This design comes from an exercise in tuning for small area and a short achievable clock period on the open sky130 flow, not from production work. Only simulation tests tie the RTL to the original design; equivalence was not proved. Power is estimated from default activity; no workload was simulated.

==> v6: inputs <==
// audio_ice40_fc_mac_array
module audio_ice40_fc_mac_array #(
    parameter int DW         = 16,
    parameter int WW         = 16,
    parameter int AW         = 40,
    parameter int LANES      = 4,
    parameter int BIAS_DEPTH = 64,
    parameter int BIAS_SHIFT = 15
) (
    input  logic                          clk,
    input  logic                          reset,
    input  logic                          i_bias_we,
    input  logic [$clog2(BIAS_DEPTH)-1:0] i_bias_waddr,
    input  logic [LANES*16-1:0]           i_bias_wdata,
    input  logic [$clog2(BIAS_DEPTH)-1:0] i_bias_addr,
    input  logic                          i_init_bias,
    input  logic                          i_run,
    input  logic [DW-1:0]                 i_din,
    input  logic                          i_din_val,
    input  logic [LANES*WW-1:0]           i_weight,
    input  logic                          i_relu,
    input  logic [5:0]                    i_out_shift,
    input  logic                          i_shift,
    input  logic [15:0]                   i_cascade_in,
    output logic [15:0]                   o_cascade_out,
    output logic [LANES*16-1:0]           o_result,
    output logic                          o_done,
    output logic [LANES-1:0]              o_sat
);
==> flow/config.mk <==
export PLATFORM = sky130hd
export DESIGN_NAME = audio_ice40_fc_mac_array
export DESIGN_NICKNAME = audio_ice40_fc_mac_array
export VERILOG_FILES = /design/flow/design.v
export SDC_FILE = /design/flow/constraint.sdc
export NUM_CORES = 4
export LEC_CHECK = 0
export CAP_MARGIN = 20
export CORE_MARGIN = 2
export CORE_UTILIZATION = 30
export CTS_CLUSTER_DIAMETER = 80
export CTS_CLUSTER_SIZE = 24
export SETUP_SLACK_MARGIN = 4.0
export SLEW_MARGIN = 20
==> flow/constraint.sdc <==
create_clock -name core_clock -period 7.5 [get_ports {clk}]
set_input_delay 1.5000 -clock core_clock [delete_from_list [all_inputs] [get_ports {clk}]]
set_output_delay 1.5000 -clock core_clock [all_outputs]
set_load 0.01 [all_outputs]
run.sh (not shown) runs the stock make flow with config.mk's settings and CLKGATE_MAP_FILE= SYNTH_SCRIPT=/design/flow/synth_recipe.tcl, a recipe that flattens the netlist after the stock synthesis.
==> v14 (differences from v6) <==
--- a/flow/design.v
+++ b/flow/design.v
@@ -25,63 +25,56 @@
     output logic [LANES*16-1:0]           o_result,
     output logic                          o_done,
     output logic [LANES-1:0]              o_sat
 );
     logic [64*64-1:0]    mem_q;
     logic [63:0]         rsel;
     logic [63:0]         rdata;
+    logic [63:0]         bias_q;
     logic                init_q;
     logic [7:0]          bone_q, btwo_q, bneg_q;
     logic [63:0]         w_q;
     logic                v_q, v1_q;
     logic [39:0]         pa_d [4], pb_d [4];    
-    logic [39:0]         pa_q [4], pb_q [4];
-    logic [39:0]         cs_s [4], cs_c [4];
+    logic [30:0]         pa_q [4], pb_q [4];
     logic [39:0]         acc_q [4];
+    logic [39:0]         acc_sum [4];
     logic [2:0]          run_q;
     logic                done_q;
     logic                cap;
     logic [3:0][15:0]    res_q, res_d, chain_q;
     logic [3:0]          sat_q, sat_d;
     assign cap = run_q[2] & ~run_q[1];
-    logic                wr_q;
-    logic [5:0]          wa_q, ra_q;
-    logic [63:0]         wd_q;
-    always_ff @(posedge clk) begin
-        wr_q <= i_bias_we;
-        wa_q <= i_bias_waddr;
-        wd_q <= i_bias_wdata;
-        ra_q <= i_bias_addr;
-    end
     for (genvar k = 0; k < 64; k++) begin : g_mem
         always_ff @(posedge clk) begin
-            if (wr_q && wa_q == 6'(k)) mem_q[64*k +: 64] <= wd_q;
+            if (i_bias_we && i_bias_waddr == 6'(k)) mem_q[64*k +: 64] <= i_bias_wdata;
         end
     end
     always_comb begin
         rdata = '0;
         for (int k = 0; k < 64; k++) begin
-            rsel[k] = (ra_q == 6'(k));
+            rsel[k] = (i_bias_addr == 6'(k));
             rdata   = rdata | ({64{rsel[k]}} & mem_q[64*k +: 64]);
         end
     end
     always_ff @(posedge clk) begin
+        bias_q <= rdata;
         w_q    <= i_weight;
         for (int j = 0; j < 8; j++) begin
             logic b2, b1, b0;
             b2 = i_din[2*j+1];
             b1 = i_din[2*j];
             b0 = (j == 0) ? 1'b0 : i_din[2*j-1];
             bone_q[j] <= b1 ^ b0;
             btwo_q[j] <= (b2 & ~b1 & ~b0) | (~b2 & b1 & b0);
             bneg_q[j] <= b2;
         end
         for (int n = 0; n < 4; n++) begin
-            pa_q[n] <= pa_d[n];
-            pb_q[n] <= pb_d[n];
+            pa_q[n] <= pa_d[n][30:0];
+            pb_q[n] <= pb_d[n][30:0];
         end
     end
     wire [16:0] pp0_0;
     assign pp0_0 = ({17{bone_q[0]}} & {w_q[15], w_q[15:0]} | {17{btwo_q[0]}} & {w_q[15:0], 1'b0}) ^ {17{bneg_q[0]}};
     wire [16:0] pp0_1;
     assign pp0_1 = ({17{bone_q[1]}} & {w_q[15], w_q[15:0]} | {17{btwo_q[1]}} & {w_q[15:0], 1'b0}) ^ {17{bneg_q[1]}};
     wire [16:0] pp0_2;
@@ -1052,96 +1045,86 @@
     wire m3_c222 = (~pp3_6[16] & pp3_7[14]) | (~pp3_6[16] & m3_c168) | (pp3_7[14] & m3_c168);
     wire m3_s223 = pp3_7[15] ^ 1'b1;
     wire m3_c224 = pp3_7[15] & 1'b1;
     wire [39:0] ra3 = {1'b1, 1'b1, 1'b1, 1'b1, 1'b1, 1'b1, 1'b1, 1'b1, 1'b1, ~pp3_7[16], m3_s223, m3_s221, m3_s219, m3_s217, m3_s215, m3_s213, m3_s211, m3_s209, m3_s207, m3_s205, m3_s203, m3_s201, m3_s199, m3_s197, m3_s195, m3_s193, m3_s191, m3_s189, m3_s187, m3_s185, m3_s183, m3_s181, m3_s179, m3_s177, m3_s175, m3_s173, m3_s171, m3_s169, pp3_0[1], pp3_0[0]};
     wire [39:0] rb3 = {1'b0, 1'b0, 1'b0, 1'b0, 1'b0, 1'b0, 1'b0, 1'b0, 1'b0, m3_c224, m3_c222, m3_c220, m3_c218, m3_c216, m3_c214, m3_c212, m3_c210, m3_c208, m3_c206, m3_c204, m3_c202, m3_c200, m3_c198, m3_c196, m3_c194, m3_c192, m3_c190, m3_c188, m3_c186, m3_c184, m3_c182, m3_c180, m3_c178, m3_c176, m3_c174, m3_c172, m3_c170, bneg_q[1], 1'b0, bneg_q[0]};
     assign pa_d[3] = ra3;
     assign pb_d[3] = rb3;
+    for (genvar n = 0; n < 4; n++) begin : g_lane
+        fcm_accadd u_add (
+            .acc(acc_q[n]), .pa({9'h1FF, pa_q[n]}), .pb({9'h000, pb_q[n]}), .sum(acc_sum[n])
+        );
+    end
+    logic [23:0] sth;
     always_comb begin
-        for (int n = 0; n < 4; n++) begin
-            cs_s[n] = acc_q[n] ^ pa_q[n] ^ pb_q[n];
-            cs_c[n] = {(acc_q[n][38:0] & pa_q[n][38:0]) | (acc_q[n][38:0] & pb_q[n][38:0]) | (pa_q[n][38:0] & pb_q[n][38:0]), 1'b0};
-        end
+        for (int j = 0; j < 24; j++) sth[j] = (i_out_shift <= 6'(j));
     end
-    logic [39:0] acc_sum [4];
     always_comb begin
         for (int n = 0; n < 4; n++) begin
-            logic [39:0] g [7];
-            logic [39:0] p [7];
-            g[0] = cs_s[n] & cs_c[n];
-            p[0] = cs_s[n] ^ cs_c[n];
-            for (int l = 0; l < 6; l++) begin
+            logic [39:0] a;
+            logic [15:0] r;
+            logic [38:15] x;
+            logic [23:0] nf;
+            logic neg, fits, rz;
+            a   = acc_q[n];
+            neg = a[39];
+            begin
+                logic [39:0] u1, u2;
                 for (int i = 0; i < 40; i++) begin
-                    if (i >= (1 << l)) begin
-                        g[l+1][i] = g[l][i] | (p[l][i] & g[l][i - (1 << l)]);
-                        p[l+1][i] = p[l][i] & p[l][i - (1 << l)];
-                    end else begin
-                        g[l+1][i] = g[l][i];
-                        p[l+1][i] = p[l][i];
-                    end
+                    case (i_out_shift[5:4])
+                        2'd0: u1[i] = a[i];
+                        2'd1: u1[i] = (i + 16 < 40) ? a[(i + 16 < 40) ? i + 16 : 39] : neg;
+                        2'd2: u1[i] = (i + 32 < 40) ? a[(i + 32 < 40) ? i + 32 : 39] : neg;
+                        default: u1[i] = neg;
+                    endcase
+                end
+                for (int i = 0; i < 28; i++) begin
+                    case (i_out_shift[3:2])
+                        2'd0: u2[i] = u1[i];
+                        2'd1: u2[i] = u1[(i + 4 < 40) ? i + 4 : 39];
+                        2'd2: u2[i] = u1[(i + 8 < 40) ? i + 8 : 39];
+                        default: u2[i] = u1[(i + 12 < 40) ? i + 12 : 39];
+                    endcase
+                end
+                for (int i = 28; i < 40; i++) u2[i] = 1'b0;
+                for (int i = 0; i < 16; i++) begin
+                    case (i_out_shift[1:0])
+                        2'd0: r[i] = u2[i];
+                        2'd1: r[i] = u2[i + 1];
+                        2'd2: r[i] = u2[i + 2];
+                        default: r[i] = u2[i + 3];
+                    endcase
                 end
             end
-            acc_sum[n][0] = p[0][0];
-            for (int i = 1; i < 40; i++) acc_sum[n][i] = p[0][i] ^ g[6][i-1];
+            for (int i = 15; i < 39; i++) x[i] = a[i] ^ a[39];
+            for (int j = 0; j < 24; j++) nf[j] = |(x >> j);
+            fits = ~|(nf & sth);
+            rz  = i_relu & neg;
+            sat_d[n] = ~rz & ~fits;
+            res_d[n] = rz ? 16'h0000 : ~fits ? {neg, {15{~neg}}} : r;
         end
     end
     always_ff @(posedge clk or posedge reset) begin
         if (reset) begin
             v_q    <= 1'b0;
             v1_q   <= 1'b0;
             init_q <= 1'b0;
             for (int n = 0; n < 4; n++) acc_q[n] <= '0;
         end else begin
             v_q    <= i_run & i_din_val;
             v1_q   <= v_q;
             init_q <= i_init_bias;
             for (int n = 0; n < 4; n++) begin
                 if (init_q)
-                    acc_q[n] <= {{9{rdata[16*n+15]}}, rdata[16*n +: 16], 15'd0};
+                    acc_q[n] <= {{9{bias_q[16*n+15]}}, bias_q[16*n +: 16], 15'd0};
                 else if (v1_q)
                     acc_q[n] <= acc_sum[n];
             end
         end
     end
-    logic [7:0]  shi, slo;
-    logic [23:0] sth;
-    always_comb begin
-        for (int k = 0; k < 8; k++) begin
-            shi[k] = (i_out_shift[5:3] == 3'(k));
-            slo[k] = (i_out_shift[2:0] == 3'(k));
-        end
-        for (int j = 0; j < 24; j++) sth[j] = (i_out_shift <= 6'(j));
-    end
-    always_comb begin
-        for (int n = 0; n < 4; n++) begin
-            logic [39:0] a;
-            logic [22:0] t;
-            logic [15:0] r;
-            logic [38:15] x;
-            logic [23:0] nf;
-            logic neg, fits, rz;
-            a   = acc_q[n];
-            neg = a[39];
-            for (int k = 0; k < 23; k++) begin
-                t[k] = 1'b0;
-                for (int h = 0; h < 8; h++)
-                    t[k] = t[k] | (shi[h] & ((k + 8*h) < 40 ? a[(k + 8*h) < 40 ? (k + 8*h) : 39] : neg));
-            end
-            for (int i = 0; i < 16; i++) begin
-                r[i] = 1'b0;
-                for (int l = 0; l < 8; l++) r[i] = r[i] | (slo[l] & t[i + l]);
-            end
-            for (int i = 15; i < 39; i++) x[i] = a[i] ^ a[39];
-            for (int j = 0; j < 24; j++) nf[j] = |(x >> j);
-            fits = ~|(nf & sth);
-            rz  = i_relu & neg;
-            sat_d[n] = ~rz & ~fits;
-            res_d[n] = rz ? 16'h0000 : ~fits ? {neg, {15{~neg}}} : r;
-        end
-    end
     always_ff @(posedge clk or posedge reset) begin
         if (reset) begin
             run_q   <= '0;
             done_q  <= 1'b0;
             res_q   <= '0;
             chain_q <= '0;
             sat_q   <= '0;
@@ -1158,7 +1141,18 @@
         end
     end
     assign o_result      = res_q;
     assign o_cascade_out = chain_q[3];
     assign o_done        = done_q;
     assign o_sat         = sat_q;
 endmodule
+module fcm_accadd (
+    input  logic [39:0] acc,
+    input  logic [39:0] pa,
+    input  logic [39:0] pb,
+    output logic [39:0] sum
+);
+    logic [39:0] s, c;
+    assign s   = acc ^ pa ^ pb;
+    assign c   = {(acc[38:0] & pa[38:0]) | (acc[38:0] & pb[38:0]) | (pa[38:0] & pb[38:0]), 1'b0};
+    assign sum = s + c;
+endmodule
==> flow/flow/run.sh (new file) <==
#!/bin/bash
set -euo pipefail
export BUFFER_PORTS_ARGS="-buffer_cell sky130_fd_sc_hd__buf_4"
export CTS_ARGS="-sink_clustering_enable -repair_clock_nets -sink_clustering_size 30 -sink_clustering_max_diameter 90 -dont_use_dummy_load"
bash standard.sh > make_finish.log 2>&1
==> flow/standard.sh (new file) <==
#!/bin/bash
# synth_recipe.tcl (not shown) runs the flow's synth.tcl, then flattens the netlist and writes it again
# the make line also repeats each setting of config.mk as NAME=value (left out here)
make -C /OpenROAD-flow-scripts/flow DESIGN_CONFIG=/design/flow/config.mk WORK_HOME=/design/flow/orfs CLKGATE_MAP_FILE= SYNTH_SCRIPT=/design/flow/synth_recipe.tcl "${@:-finish}"
==> flow/config.mk (replaced) <==
export PLATFORM = sky130hd
export DESIGN_NAME = audio_ice40_fc_mac_array
export DESIGN_NICKNAME = audio_ice40_fc_mac_array
export VERILOG_FILES = /design/flow/design.v
export SDC_FILE = /design/flow/constraint.sdc
export NUM_CORES = 4
export LEC_CHECK = 0
export CAP_MARGIN = 40
export CORE_MARGIN = 2
export CORE_UTILIZATION = 40
export PLACE_DENSITY = 0.72
export SETUP_SLACK_MARGIN = 4.0
export SLEW_MARGIN = 40
export SYNTH_HIERARCHICAL = 1
removed: flow/run.sh
==> v27 (differences from v6) <==
--- a/flow/design.v
+++ b/flow/design.v
@@ -25,50 +25,43 @@
     output logic [LANES*16-1:0]           o_result,
     output logic                          o_done,
     output logic [LANES-1:0]              o_sat
 );
     logic [64*64-1:0]    mem_q;
     logic [63:0]         rsel;
     logic [63:0]         rdata;
+    logic [63:0]         bias_q;
     logic                init_q;
     logic [7:0]          bone_q, btwo_q, bneg_q;
     logic [63:0]         w_q;
     logic                v_q, v1_q;
     logic [39:0]         pa_d [4], pb_d [4];    
     logic [39:0]         pa_q [4], pb_q [4];
     logic [39:0]         cs_s [4], cs_c [4];
     logic [39:0]         acc_q [4];
     logic [2:0]          run_q;
     logic                done_q;
     logic                cap;
     logic [3:0][15:0]    res_q, res_d, chain_q;
     logic [3:0]          sat_q, sat_d;
     assign cap = run_q[2] & ~run_q[1];
-    logic                wr_q;
-    logic [5:0]          wa_q, ra_q;
-    logic [63:0]         wd_q;
-    always_ff @(posedge clk) begin
-        wr_q <= i_bias_we;
-        wa_q <= i_bias_waddr;
-        wd_q <= i_bias_wdata;
-        ra_q <= i_bias_addr;
-    end
     for (genvar k = 0; k < 64; k++) begin : g_mem
         always_ff @(posedge clk) begin
-            if (wr_q && wa_q == 6'(k)) mem_q[64*k +: 64] <= wd_q;
+            if (i_bias_we && i_bias_waddr == 6'(k)) mem_q[64*k +: 64] <= i_bias_wdata;
         end
     end
     always_comb begin
         rdata = '0;
         for (int k = 0; k < 64; k++) begin
-            rsel[k] = (ra_q == 6'(k));
+            rsel[k] = (i_bias_addr == 6'(k));
             rdata   = rdata | ({64{rsel[k]}} & mem_q[64*k +: 64]);
         end
     end
     always_ff @(posedge clk) begin
+        bias_q <= rdata;
         w_q    <= i_weight;
         for (int j = 0; j < 8; j++) begin
             logic b2, b1, b0;
             b2 = i_din[2*j+1];
             b1 = i_din[2*j];
             b0 = (j == 0) ? 1'b0 : i_din[2*j-1];
             bone_q[j] <= b1 ^ b0;
@@ -1058,51 +1051,29 @@
     assign pb_d[3] = rb3;
     always_comb begin
         for (int n = 0; n < 4; n++) begin
             cs_s[n] = acc_q[n] ^ pa_q[n] ^ pb_q[n];
             cs_c[n] = {(acc_q[n][38:0] & pa_q[n][38:0]) | (acc_q[n][38:0] & pb_q[n][38:0]) | (pa_q[n][38:0] & pb_q[n][38:0]), 1'b0};
         end
     end
-    logic [39:0] acc_sum [4];
-    always_comb begin
-        for (int n = 0; n < 4; n++) begin
-            logic [39:0] g [7];
-            logic [39:0] p [7];
-            g[0] = cs_s[n] & cs_c[n];
-            p[0] = cs_s[n] ^ cs_c[n];
-            for (int l = 0; l < 6; l++) begin
-                for (int i = 0; i < 40; i++) begin
-                    if (i >= (1 << l)) begin
-                        g[l+1][i] = g[l][i] | (p[l][i] & g[l][i - (1 << l)]);
-                        p[l+1][i] = p[l][i] & p[l][i - (1 << l)];
-                    end else begin
-                        g[l+1][i] = g[l][i];
-                        p[l+1][i] = p[l][i];
-                    end
-                end
-            end
-            acc_sum[n][0] = p[0][0];
-            for (int i = 1; i < 40; i++) acc_sum[n][i] = p[0][i] ^ g[6][i-1];
-        end
-    end
     always_ff @(posedge clk or posedge reset) begin
         if (reset) begin
             v_q    <= 1'b0;
             v1_q   <= 1'b0;
             init_q <= 1'b0;
             for (int n = 0; n < 4; n++) acc_q[n] <= '0;
         end else begin
             v_q    <= i_run & i_din_val;
             v1_q   <= v_q;
             init_q <= i_init_bias;
             for (int n = 0; n < 4; n++) begin
                 if (init_q)
-                    acc_q[n] <= {{9{rdata[16*n+15]}}, rdata[16*n +: 16], 15'd0};
+                    acc_q[n] <= {{9{bias_q[16*n+15]}}, bias_q[16*n +: 16], 15'd0};
                 else if (v1_q)
-                    acc_q[n] <= acc_sum[n];
+                    acc_q[n] <= cs_s[n] + cs_c[n];
             end
         end
     end
     logic [7:0]  shi, slo;
     logic [23:0] sth;
     always_comb begin
         for (int k = 0; k < 8; k++) begin
==> flow/config.mk (replaced) <==
export PLATFORM = sky130hd
export DESIGN_NAME = audio_ice40_fc_mac_array
export DESIGN_NICKNAME = audio_ice40_fc_mac_array
export VERILOG_FILES = /design/flow/design.v
export SDC_FILE = /design/flow/constraint.sdc
export NUM_CORES = 4
export LEC_CHECK = 0
export ABC_CLOCK_PERIOD_IN_PS = 3500
export CAP_MARGIN = 20
export CORE_MARGIN = 2
export CORE_UTILIZATION = 40
export SETUP_SLACK_MARGIN = 4.0
export SLEW_MARGIN = 20
==> notes.md <==
v27 passed the timing, design-rule and antenna checks. v6 ran to the end with no violations. v14 produced a clean layout.
The lowest utilization belongs to v6, the highest to v27.
Between v6 and v14, the lower setup slack is in v6 (gap 300 ps).
Wire length, lowest first: v14, v27, v6.
Area after synthesis: v14 > v6 > v27.
Die area: v6 is larger than v14 (31%).
The highest clock skew belongs to v14, the lowest to v27.
In sequential power, v14 and v27 hardly differ.
Between v27 and v6, the lower hold slack is in v27 (gap 28 ps).

-- what the ideal ports hide --
No port has a modelled driver above. Below, the same layouts with a new extraction and two added sets of constraints. Step 1 sets driving cells, clkbuf_16 on the clock port and buf_2 on the other inputs (assumed; they add their load-dependent delay and slew). Step 2 moves the port delays by t, midway between the first and last clock arrival at a register: inputs arrive t later, outputs are due t later. That takes back most of the time a late clock gives input paths. Slacks: ideal / step 1 / step 2; pairs: ideal / step 1.
| run | t (ns) | setup WS [ns] | worst setup path at the end | latest minus earliest clock arrival (ns) |
|---|---|---|---|---|
| v6 | 1.163 | 3.589 / 3.589 / 2.730 | input to register | 0.144 / 0.143 |
| v14 | 1.061 | 3.892 / 3.865 / 2.804 | input to register | 0.210 / 0.210 |
| v27 | 1.182 | 3.779 / 3.779 / 2.802 | input to register | 0.159 / 0.160 |
After both steps every run listed still meets setup and hold. For v14, which loses most, drivers alone change the setup slack by -0.027 ns; drivers and shift together by -1.088 ns.
